This design comes from an exercise in tuning for small area and a short achievable clock period on the open sky130 flow, not from production work. Power is estimated from default activity; no workload was simulated.

==> run a <==
## vc_dds_top
module vc_dds_top
(
  input  logic                    clk_user_bufg,
  input  logic                    rst_glb,
  input  logic                    cfg_wr,           
  input  logic [85:0]             cfg,              
  output logic [16-1:0] sample,           
  output logic                    sample_valid,
  output logic [10-1:0]    dac_fsc           
);
export LEC_CHECK = 0
export CAP_MARGIN = 20
export CORE_MARGIN = 2
export CORE_UTILIZATION = 40
export SETUP_SLACK_MARGIN = 3.2
export SLEW_MARGIN = 20
create_clock -name core_clock -period 5.5 [get_ports {clk_user_bufg}]
standard.sh (not shown) runs the stock make flow with config.mk's settings and CLKGATE_MAP_FILE= SYNTH_SCRIPT=/design/flow/synth_recipe.tcl, a recipe that flattens the netlist after the stock synthesis.
==> flow/flow/run.sh <==
#!/bin/bash
# Standard ORFS layout, except that the port buffers are the smallest plain
# buffer instead of the default delay-buffer cell. Each tool's output is kept
# by ORFS under orfs/logs/; make's own output goes to flow_make.log.
set -euo pipefail
export BUFFER_PORTS_ARGS="-buffer_cell sky130_fd_sc_hd__buf_1"
bash standard.sh finish > flow_make.log 2>&1
==> run b: changes against run a <==
SETUP_SLACK_MARGIN = 2.7   (was 3.2)
==> run summary <==
In run a the worst hold slack is lower than in run b, by 0.012 ns.
Between run b and run a, the lower first-iteration DRC count is in run b (gap 5.2%, measured against run a).
Against run b, the register-to-register slack of run a is higher by 0.20 ns.
Of run b and run a, run a has the higher maximum frequency (gap 7.5%, measured against run a).
Synthesized area is the same in run b and run a.
Of run a and run b, run a has the higher cell area (gap 11%, measured against run b).
No functional check of the RTL was part of any run of this note.

========
==> job 8003: inputs <==
Another version of the RTL of vc_dds_top (not shown whole).
Design vc_dds_top, start of the top module:
module vc_dds_top
(
  input  logic                    clk_user_bufg,
  input  logic                    rst_glb,
  input  logic                    cfg_wr,           
  input  logic [85:0]             cfg,              
  output logic [16-1:0] sample,           
  output logic                    sample_valid,
  output logic [10-1:0]    dac_fsc           
);
export LEC_CHECK = 0
export CAP_MARGIN = 20
export CORE_MARGIN = 2
export CORE_UTILIZATION = 40
export SETUP_SLACK_MARGIN = 1.5
export SLEW_MARGIN = 20
create_clock -name core_clock -period 5.5 [get_ports {clk_user_bufg}]
run.sh (not shown) runs the stock make flow with config.mk's settings and CLKGATE_MAP_FILE= SYNTH_SCRIPT=/design/flow/synth_recipe.tcl, a recipe that flattens the netlist after the stock synthesis.
Stock flow here: none of the scripts above is used.
==> job 718 (differences from job 8003) <==
- CTS_BUF_LIST: unset -> sky130_fd_sc_hd__clkbuf_4 sky130_fd_sc_hd__clkbuf_8
- SETUP_SLACK_MARGIN: 1.5 -> 2.9
==> comparison <==
- In area after synthesis, job 718 and job 8003 do not differ.
- Job 718 completed without violations. Job 8003 finished with timing, DRC and antenna clean.
- In job 718 the setup slack is higher than in job 8003, by 0.49 ns.
- Between job 718 and job 8003, the lower fmax is in job 8003 (gap 16%, measured against job 8003).
- Between job 718 and job 8003, the lower first-iteration DRC count is in job 8003 (gap 11%, measured against job 8003).
- Flip-flop and latch count is the same in job 8003 and job 718.
- Against job 8003, the sequential share of layout area of job 718 is lower by 3.7 points.
- Final cell count: job 8003 is lower than job 718 (6.9%).
- Hold slack: job 718 is better than job 8003 (0.0021 ns).
- In job 718 the register-to-register slack is higher than in job 8003, by 0.49 ns.
- Die area is the same in job 718 and job 8003.
==> figures <==
Status: job 8003 timing/DRC/antenna clean; job 718 timing/DRC/antenna clean
Number of gates on the worst path with buffers counted: job 8003 7; job 718 9
End point of the critical path: job 8003 u_amp_offset.r0_347; job 718 u_amp_offset.r0_383
Tightest hold margin: job 8003 0.322 ns; job 718 0.324 ns
Ratio of layout area to synthesized area: job 8003 1.179x; job 718 1.320x
Root Buffer Master: job 8003 sky130_fd_sc_hd__clkbuf_16; job 718 sky130_fd_sc_hd__clkbuf_8
Startpoint of the worst hold path: job 8003 u_amp_offset.dly_q[0][3]; job 718 u_amp_offset.dly_q[0][6]
CP Data Arrival Time: job 8003 3.95 ns; job 718 3.63 ns
Fin Clk Skew: job 8003 0.0198 ns; job 718 0.0158 ns
Post-CTS setup buffer count: job 8003 0; job 718 87
Total buffers and inverters traversed by the critical path: job 8003 1; job 718 3
Final clock period utilization by the worst path: job 8003 64.3%; job 718 55.4%
Wire length of the first global-routing pass: job 8003 57.2 mm; job 718 63.8 mm
Post-Place Worst Slack: job 8003 1.93 ns; job 718 1.90 ns
Overall via count from detail_route: job 8003 9928; job 718 10983
Met2 wire length: job 8003 15.5 mm; job 718 18.4 mm
Setup repair after global routing missed its margin: job 8003 no; job 718 yes
Number of nets in the layout: job 8003 1898; job 718 2038
Proportion of total power due to net switching: job 8003 39.4%; job 718 40.5%
Sequential portion of the cell area: job 8003 35.2%; job 718 31.5%
Clock Buffer Count: job 8003 44; job 718 77
No functional check of the RTL was part of any run of this note.

========
==> 02-11 <==
Another version of the RTL of vc_dds_top (not shown whole).
Design vc_dds_top, start of the top module:
module vc_dds_top
(
  input  logic                    clk_user_bufg,
  input  logic                    rst_glb,
  input  logic                    cfg_wr,           
  input  logic [85:0]             cfg,              
  output logic [16-1:0] sample,           
  output logic                    sample_valid,
  output logic [10-1:0]    dac_fsc           
);
  vc_dds_pkg::vc_cfg_t             cfg_s;
  logic                            tri_en;
  logic                            saw_en;
  logic [32-1:0]          freq_word;
  logic [16-1:0]         amp;
  logic [16-1:0]         dc_offset;
  logic [32-1:0]          phase;
  logic [16-1:0]         shape;
  logic                            written_q;       
  logic [3:0]                      valid_q;
  assign cfg_s = cfg;
  vc_dds_cfg_reg u_cfg_reg (
    .clk_user_bufg (clk_user_bufg),
    .rst_glb       (rst_glb),
    .cfg_wr        (cfg_wr),
    .cfg           (cfg_s),
    .tri_en        (tri_en),
    .saw_en        (saw_en),
    .freq_word     (freq_word),
    .amp           (amp),
    .dc_offset     (dc_offset),
    .dac_fsc       (dac_fsc)
  );
  vc_phase_accum u_phase_accum (
    .clk_user_bufg (clk_user_bufg),
    .cfg_wr        (cfg_wr),
    .pcw           (cfg_s.pcw),
    .freq_word     (freq_word),
    .phase         (phase)
  );
  vc_wave_shaper u_wave_shaper (
    .tri_en        (tri_en),
    .saw_en        (saw_en),
    .phase         (phase),
    .shape         (shape)
  );
  vc_amp_offset u_amp_offset (
    .clk_user_bufg (clk_user_bufg),
    .shape         (shape),
  ...
clock: 5.5 ns
lec_check: 0
cap_margin: 20
core_margin: 2
core_utilization: 40
cts_cluster_diameter: 100
cts_cluster_size: 25
setup_slack_margin: 3.0
slew_margin: 20
standard.sh (not shown) runs the stock make flow with config.mk's settings and CLKGATE_MAP_FILE= SYNTH_SCRIPT=/design/flow/synth_recipe.tcl, a recipe that flattens the netlist after the stock synthesis.
Scripts as last shown in full above: flow/flow/run.sh
==> inputs of 10-25, as changes to 02-11 <==
--- a/flow/design.v
+++ b/flow/design.v
@@ -68,35 +68,56 @@
 `timescale 1ns/1ns
 module vc_phase_accum
 (
   input  logic                       clk_user_bufg,
   input  logic                       cfg_wr,
   input  logic [10-1:0]       pcw,
-  input  logic [32-1:0]     freq_word,
-  output logic [32-1:0]     phase
+  input  logic [32/2-1:0]   cfg_freq_lo,   
+  input  logic [32-1:0]     freq_word,     
+  output logic [32/2:0]     phase_top      
 );
+  localparam int H = 32 / 2;
+  logic [H-1:0] phase_hi;
+  logic [H-1:0] step_lo;
+  logic         carry_q;
+  logic         phase_b15;
+  logic [H:0]   step_next;
+  logic [H:0]   hi_next;      
+  assign step_next = {1'b0, step_lo} + {1'b0, freq_word[H-1:0]};
+  assign hi_next   = {phase_hi, 1'b1} + {freq_word[32-1:H], carry_q};
   always_ff @(posedge clk_user_bufg)
   begin
     if (cfg_wr)
-      phase <= {pcw, {22{1'b0}}};
+    begin
+      phase_hi  <= {pcw, {(22 - H){1'b0}}};
+      step_lo   <= cfg_freq_lo;
+      carry_q   <= 1'b0;
+      phase_b15 <= 1'b0;
+    end
     else
-      phase <= phase + freq_word;
+    begin
+      phase_hi  <= hi_next[H:1];
+      step_lo   <= step_next[H-1:0];
+      carry_q   <= step_next[H];
+      phase_b15 <= step_lo[H-1];
+    end
   end
+  assign phase_top = {phase_hi, phase_b15};
 endmodule
 `timescale 1ns/1ns
 module vc_wave_shaper
 (
   input  logic                       tri_en,
   input  logic                       saw_en,
-  input  logic [32-1:0]     phase,
+  input  logic [32/2:0]     phase_top,    
   output logic [16-1:0]    shape
 );
   logic [16-1:0] tri_ramp;
   logic [16-1:0] saw_ramp;
-  assign tri_ramp = phase[32-2 -: 16] ^ {16{phase[32-1]}};
-  assign saw_ramp = phase[32-1 -: 16];
+  assign tri_ramp = phase_top[16-1:0] ^ {16{phase_top[16]}};
+  assign saw_ramp = phase_top[16:1];
   assign shape = ({16{tri_en}} & tri_ramp) | ({16{saw_en}} & saw_ramp);
 endmodule
 `timescale 1ns/1ns
 module vc_amp_offset
 (
   input  logic                       clk_user_bufg,
@@ -639,13 +660,13 @@
   wire s401 = r0_275 ^ r0_276;
   wire k402 = r0_275 & r0_276;
   wire s403 = r0_277 ^ r0_278 ^ r0_279;
   wire k404 = (r0_277 & r0_278) | (r0_277 & r0_279) | (r0_278 & r0_279);
   wire s405 = 1'b1 ^ r0_280;
   wire k406 = 1'b1 & r0_280;
-  wire [10:0] plow_sum = {1'b0, k334, k332, k330, s291, k288, k286, k284, k282, r0_184, r0_180} + {1'b0, s335, s333, s331, s329, s289, s287, s285, s283, s281, r0_181};
+  wire [13:0] plow_sum = {1'b0, k370, s369, k336, k334, k332, k330, s291, k288, k286, k284, k282, r0_184, r0_180} + {1'b0, s371, s339, s337, s335, s333, s331, s329, s289, s287, s285, s283, s281, r0_181};
   logic cin_q;
   logic r1_407;
   logic r1_408;
   logic r1_409;
   logic r1_410;
   logic r1_411;
@@ -675,71 +696,59 @@
   logic r1_435;
   logic r1_436;
   logic r1_437;
   logic r1_438;
   logic r1_439;
   logic r1_440;
-  logic r1_441;
-  logic r1_442;
-  logic r1_443;
-  logic r1_444;
-  logic r1_445;
-  logic r1_446;
   always_ff @(posedge clk_user_bufg)
   begin
-    cin_q <= plow_sum[10];
-    r1_407 <= k336;
-    r1_408 <= s337;
-    r1_409 <= s369;
-    r1_410 <= s339;
-    r1_411 <= k370;
-    r1_412 <= s371;
-    r1_413 <= k372;
-    r1_414 <= s373;
-    r1_415 <= k374;
-    r1_416 <= s375;
-    r1_417 <= k376;
-    r1_418 <= s377;
-    r1_419 <= k378;
-    r1_420 <= s379;
-    r1_421 <= k380;
-    r1_422 <= s381;
-    r1_423 <= k382;
-    r1_424 <= s383;
-    r1_425 <= k384;
-    r1_426 <= s385;
-    r1_427 <= k386;
-    r1_428 <= s387;
-    r1_429 <= k388;
-    r1_430 <= s389;
-    r1_431 <= k390;
-    r1_432 <= s391;
-    r1_433 <= k392;
-    r1_434 <= s393;
-    r1_435 <= k394;
-    r1_436 <= s395;
-    r1_437 <= k396;
-    r1_438 <= s397;
-    r1_439 <= k398;
-    r1_440 <= s399;
-    r1_441 <= k400;
-    r1_442 <= s401;
-    r1_443 <= k402;
-    r1_444 <= s403;
-    r1_445 <= k404;
-    r1_446 <= s405;
+    cin_q <= plow_sum[13];
+    r1_407 <= k372;
+    r1_408 <= s373;
+    r1_409 <= k374;
+    r1_410 <= s375;
+    r1_411 <= k376;
+    r1_412 <= s377;
+    r1_413 <= k378;
+    r1_414 <= s379;
+    r1_415 <= k380;
+    r1_416 <= s381;
+    r1_417 <= k382;
+    r1_418 <= s383;
+    r1_419 <= k384;
+    r1_420 <= s385;
+    r1_421 <= k386;
+    r1_422 <= s387;
+    r1_423 <= k388;
+    r1_424 <= s389;
+    r1_425 <= k390;
+    r1_426 <= s391;
+    r1_427 <= k392;
+    r1_428 <= s393;
+    r1_429 <= k394;
+    r1_430 <= s395;
+    r1_431 <= k396;
+    r1_432 <= s397;
+    r1_433 <= k398;
+    r1_434 <= s399;
+    r1_435 <= k400;
+    r1_436 <= s401;
+    r1_437 <= k402;
+    r1_438 <= s403;
+    r1_439 <= k404;
+    r1_440 <= s405;
   end
-  wire [19:0] tot = {r1_445, r1_443, r1_441, r1_439, r1_437, r1_435, r1_433, r1_431, r1_429, r1_427, r1_425, r1_423, r1_421, r1_419, r1_417, r1_415, r1_413, r1_411, r1_409, r1_407} + {r1_446, r1_444, r1_442, r1_440, r1_438, r1_436, r1_434, r1_432, r1_430, r1_428, r1_426, r1_424, r1_422, r1_420, r1_418, r1_416, r1_414, r1_412, r1_410, r1_408} + cin_q;
-  wire [16:0] hisum = tot[19:3];
+  wire [16:0] tot = {r1_439, r1_437, r1_435, r1_433, r1_431, r1_429, r1_427, r1_425, r1_423, r1_421, r1_419, r1_417, r1_415, r1_413, r1_411, r1_409, r1_407} + {r1_440, r1_438, r1_436, r1_434, r1_432, r1_430, r1_428, r1_426, r1_424, r1_422, r1_420, r1_418, r1_416, r1_414, r1_412, r1_410, r1_408} + cin_q;
+  wire [16:0] hisum = tot[16:0];
   assign result = hisum;
   logic [16+RW-1:0] dly_q [1];
   always_ff @(posedge clk_user_bufg)
   begin
-    dly_q[0] <= result;
+    dly_q[0] <= ~result;
   end
-  assign sample = dly_q[0][16] ? {16{1'b1}} : dly_q[0][16-1:0];
+  assign sample = ~(dly_q[0][16-1:0] & {16{dly_q[0][16]}});
 endmodule
 `timescale 1ns/1ns
 module vc_dds_top
 (
   input  logic                    clk_user_bufg,
   input  logic                    rst_glb,
@@ -752,13 +761,13 @@
   vc_dds_pkg::vc_cfg_t             cfg_s;
   logic                            tri_en;
   logic                            saw_en;
   logic [32-1:0]          freq_word;
   logic [16-1:0]         amp;
   logic [16-1:0]         dc_offset;
-  logic [32-1:0]          phase;
+  logic [32/2:0]          phase_top;       
   logic [16-1:0]         shape;
   logic                            written_q;       
   logic [3:0]                      valid_q;
   assign cfg_s = cfg;
   vc_dds_cfg_reg u_cfg_reg (
     .clk_user_bufg (clk_user_bufg),
@@ -773,19 +782,20 @@
     .dac_fsc       (dac_fsc)
   );
   vc_phase_accum u_phase_accum (
     .clk_user_bufg (clk_user_bufg),
     .cfg_wr        (cfg_wr),
     .pcw           (cfg_s.pcw),
+    .cfg_freq_lo   (cfg_s.freq_word[32/2-1:0]),
     .freq_word     (freq_word),
-    .phase         (phase)
+    .phase_top     (phase_top)
   );
   vc_wave_shaper u_wave_shaper (
     .tri_en        (tri_en),
     .saw_en        (saw_en),
-    .phase         (phase),
+    .phase_top     (phase_top),
     .shape         (shape)
   );
   vc_amp_offset u_amp_offset (
     .clk_user_bufg (clk_user_bufg),
     .shape         (shape),
     .amp           (amp),
CORE_UTILIZATION = 60   (was 40)
PLACE_DENSITY = 0.75   (was not set)
SETUP_SLACK_MARGIN = 3.1   (was 3.0)
==> inputs of 08-01, as changes to 02-11 <==
--- a/flow/design.v
+++ b/flow/design.v
@@ -71,18 +71,24 @@
   input  logic                       clk_user_bufg,
   input  logic                       cfg_wr,
   input  logic [10-1:0]       pcw,
   input  logic [32-1:0]     freq_word,
   output logic [32-1:0]     phase
 );
+  localparam int H = 32 / 2;
+  logic [H:0]   sum_lo;
+  logic [H-1:0] sum_hi0, sum_hi1;
+  assign sum_lo  = {1'b0, phase[H-1:0]} + {1'b0, freq_word[H-1:0]};
+  assign sum_hi0 = phase[32-1:H] + freq_word[32-1:H];
+  assign sum_hi1 = phase[32-1:H] + freq_word[32-1:H] + 1'b1;
   always_ff @(posedge clk_user_bufg)
   begin
     if (cfg_wr)
       phase <= {pcw, {22{1'b0}}};
     else
-      phase <= phase + freq_word;
+      phase <= {sum_lo[H] ? sum_hi1 : sum_hi0, sum_lo[H-1:0]};
   end
 endmodule
 `timescale 1ns/1ns
 module vc_wave_shaper
 (
   input  logic                       tri_en,
@@ -639,14 +645,12 @@
   wire s401 = r0_275 ^ r0_276;
   wire k402 = r0_275 & r0_276;
   wire s403 = r0_277 ^ r0_278 ^ r0_279;
   wire k404 = (r0_277 & r0_278) | (r0_277 & r0_279) | (r0_278 & r0_279);
   wire s405 = 1'b1 ^ r0_280;
   wire k406 = 1'b1 & r0_280;
-  wire [10:0] plow_sum = {1'b0, k334, k332, k330, s291, k288, k286, k284, k282, r0_184, r0_180} + {1'b0, s335, s333, s331, s329, s289, s287, s285, s283, s281, r0_181};
-  logic cin_q;
   logic r1_407;
   logic r1_408;
   logic r1_409;
   logic r1_410;
   logic r1_411;
   logic r1_412;
@@ -681,58 +685,97 @@
   logic r1_441;
   logic r1_442;
   logic r1_443;
   logic r1_444;
   logic r1_445;
   logic r1_446;
+  logic r1_447;
+  logic r1_448;
+  logic r1_449;
+  logic r1_450;
+  logic r1_451;
+  logic r1_452;
+  logic r1_453;
+  logic r1_454;
+  logic r1_455;
+  logic r1_456;
+  logic r1_457;
+  logic r1_458;
+  logic r1_459;
+  logic r1_460;
+  logic r1_461;
+  logic r1_462;
+  logic r1_463;
+  logic r1_464;
+  logic r1_465;
+  logic r1_466;
   always_ff @(posedge clk_user_bufg)
   begin
-    cin_q <= plow_sum[10];
-    r1_407 <= k336;
-    r1_408 <= s337;
-    r1_409 <= s369;
-    r1_410 <= s339;
-    r1_411 <= k370;
-    r1_412 <= s371;
-    r1_413 <= k372;
-    r1_414 <= s373;
-    r1_415 <= k374;
-    r1_416 <= s375;
-    r1_417 <= k376;
-    r1_418 <= s377;
-    r1_419 <= k378;
-    r1_420 <= s379;
-    r1_421 <= k380;
-    r1_422 <= s381;
-    r1_423 <= k382;
-    r1_424 <= s383;
-    r1_425 <= k384;
-    r1_426 <= s385;
-    r1_427 <= k386;
-    r1_428 <= s387;
-    r1_429 <= k388;
-    r1_430 <= s389;
-    r1_431 <= k390;
-    r1_432 <= s391;
-    r1_433 <= k392;
-    r1_434 <= s393;
-    r1_435 <= k394;
-    r1_436 <= s395;
-    r1_437 <= k396;
-    r1_438 <= s397;
-    r1_439 <= k398;
-    r1_440 <= s399;
-    r1_441 <= k400;
-    r1_442 <= s401;
-    r1_443 <= k402;
-    r1_444 <= s403;
-    r1_445 <= k404;
-    r1_446 <= s405;
+    r1_407 <= r0_180;
+    r1_408 <= r0_181;
+    r1_409 <= r0_184;
+    r1_410 <= s281;
+    r1_411 <= k282;
+    r1_412 <= s283;
+    r1_413 <= k284;
+    r1_414 <= s285;
+    r1_415 <= k286;
+    r1_416 <= s287;
+    r1_417 <= k288;
+    r1_418 <= s289;
+    r1_419 <= s291;
+    r1_420 <= s329;
+    r1_421 <= k330;
+    r1_422 <= s331;
+    r1_423 <= k332;
+    r1_424 <= s333;
+    r1_425 <= k334;
+    r1_426 <= s335;
+    r1_427 <= k336;
+    r1_428 <= s337;
+    r1_429 <= s369;
+    r1_430 <= s339;
+    r1_431 <= k370;
+    r1_432 <= s371;
+    r1_433 <= k372;
+    r1_434 <= s373;
+    r1_435 <= k374;
+    r1_436 <= s375;
+    r1_437 <= k376;
+    r1_438 <= s377;
+    r1_439 <= k378;
+    r1_440 <= s379;
+    r1_441 <= k380;
+    r1_442 <= s381;
+    r1_443 <= k382;
+    r1_444 <= s383;
+    r1_445 <= k384;
+    r1_446 <= s385;
+    r1_447 <= k386;
+    r1_448 <= s387;
+    r1_449 <= k388;
+    r1_450 <= s389;
+    r1_451 <= k390;
+    r1_452 <= s391;
+    r1_453 <= k392;
+    r1_454 <= s393;
+    r1_455 <= k394;
+    r1_456 <= s395;
+    r1_457 <= k396;
+    r1_458 <= s397;
+    r1_459 <= k398;
+    r1_460 <= s399;
+    r1_461 <= k400;
+    r1_462 <= s401;
+    r1_463 <= k402;
+    r1_464 <= s403;
+    r1_465 <= k404;
+    r1_466 <= s405;
   end
-  wire [19:0] tot = {r1_445, r1_443, r1_441, r1_439, r1_437, r1_435, r1_433, r1_431, r1_429, r1_427, r1_425, r1_423, r1_421, r1_419, r1_417, r1_415, r1_413, r1_411, r1_409, r1_407} + {r1_446, r1_444, r1_442, r1_440, r1_438, r1_436, r1_434, r1_432, r1_430, r1_428, r1_426, r1_424, r1_422, r1_420, r1_418, r1_416, r1_414, r1_412, r1_410, r1_408} + cin_q;
-  wire [16:0] hisum = tot[19:3];
+  wire [29:0] tot = {r1_465, r1_463, r1_461, r1_459, r1_457, r1_455, r1_453, r1_451, r1_449, r1_447, r1_445, r1_443, r1_441, r1_439, r1_437, r1_435, r1_433, r1_431, r1_429, r1_427, r1_425, r1_423, r1_421, r1_419, r1_417, r1_415, r1_413, r1_411, r1_409, r1_407} + {r1_466, r1_464, r1_462, r1_460, r1_458, r1_456, r1_454, r1_452, r1_450, r1_448, r1_446, r1_444, r1_442, r1_440, r1_438, r1_436, r1_434, r1_432, r1_430, r1_428, r1_426, r1_424, r1_422, r1_420, r1_418, r1_416, r1_414, r1_412, r1_410, r1_408};
+  wire [16:0] hisum = tot[29:13];
   assign result = hisum;
   logic [16+RW-1:0] dly_q [1];
   always_ff @(posedge clk_user_bufg)
   begin
     dly_q[0] <= result;
   end
==> run summary <==
Worst relative slew slack: 10-25 37.60%; 08-01 29.12%; 02-11 39.84%
Worst hold path startpoint: 10-25 u_cfg_reg.dc_offset[3]; 08-01 u_amp_offset.r0_180; 02-11 u_cfg_reg.dc_offset[10]
Routed length on met1: 10-25 13,790 um; 08-01 16,370 um; 02-11 15,790 um
Clock slew seen by the registers of the worst setup and hold paths: 10-25 90 ps; 08-01 100 ps; 02-11 100 ps
Run status: 10-25 complete, no violations; 08-01 complete, no violations; 02-11 complete, no violations
Vias: 10-25 10,807; 08-01 10,992; 02-11 10,606
Nets in the synthesized netlist: 10-25 1,821; 08-01 1,810; 02-11 1,791
Clock latency on the worst-skew pair: 10-25 510 ps; 08-01 540 ps; 02-11 520 ps
Multi-input gate share of total cell area: 10-25 47.44%; 08-01 46.37%; 02-11 47.60%
Register cell area after layout: 10-25 7281 um2; 08-01 7731 um2; 02-11 7343 um2
Post-route cell area: 10-25 17,980 um2; 08-01 19,410 um2; 02-11 18,240 um2
Vertical die dimension: 10-25 171.1 um; 08-01 211.5 um; 02-11 208.7 um
Instance count of the mapped netlist: 10-25 1,521; 08-01 1,510; 02-11 1,493
Relative contribution of the clock network to total power: 10-25 11.1%; 08-01 12.0%; 02-11 12.1%
Fraction of area in non-clock buffers: 10-25 3.048%; 08-01 4.763%; 02-11 2.840%
No functional check of the RTL was part of any run of this note.

[re-timing with driven ports]
No port has a modelled driver above. Below, the same layouts with a new extraction and two added sets of constraints. Step 1: set_driving_cell puts a clkbuf_16 on clk_user_bufg and a buf_2 on each other input, an assumption about the parent block. Step 2 moves the port delays by t, midway between the first and last clock arrival at a register: inputs arrive t later, outputs are due t later. That takes back most of the time a late clock gives input paths. a / b / c = ideal / step 1 / step 2; a / b = the first two.
run	shift t [ns]	setup WS [ns]	clock arrival spread, ns	slew at the worst register clock pin (ns)	worst slew at a driven data input, ns
run a	0.614	3.029 / 3.029 / 2.871	0.032 / 0.032	0.07 / 0.07	0.05
run b	0.605	2.830 / 2.830 / 2.630	0.033 / 0.034	0.06 / 0.06	0.06
job 8003	0.593	1.965 / 1.965 / 1.965	0.020 / 0.020	0.06 / 0.06	0.07
job 718	0.675	2.450 / 2.450 / 2.450	0.023 / 0.023	0.07 / 0.07	0.06
02-11	0.561	3.010 / 3.010 / 2.635	0.027 / 0.027	0.10 / 0.10	0.07
10-25	0.557	3.135 / 3.133 / 2.689	0.017 / 0.016	0.10 / 0.10	0.05
08-01	0.578	2.456 / 2.456 / 2.456	0.021 / 0.020	0.10 / 0.10	0.06
After both steps setup and hold are still met in every run listed. The setup slack of 10-25, which loses most, moves by -0.002 ns with the drivers and by -0.446 ns with both steps.
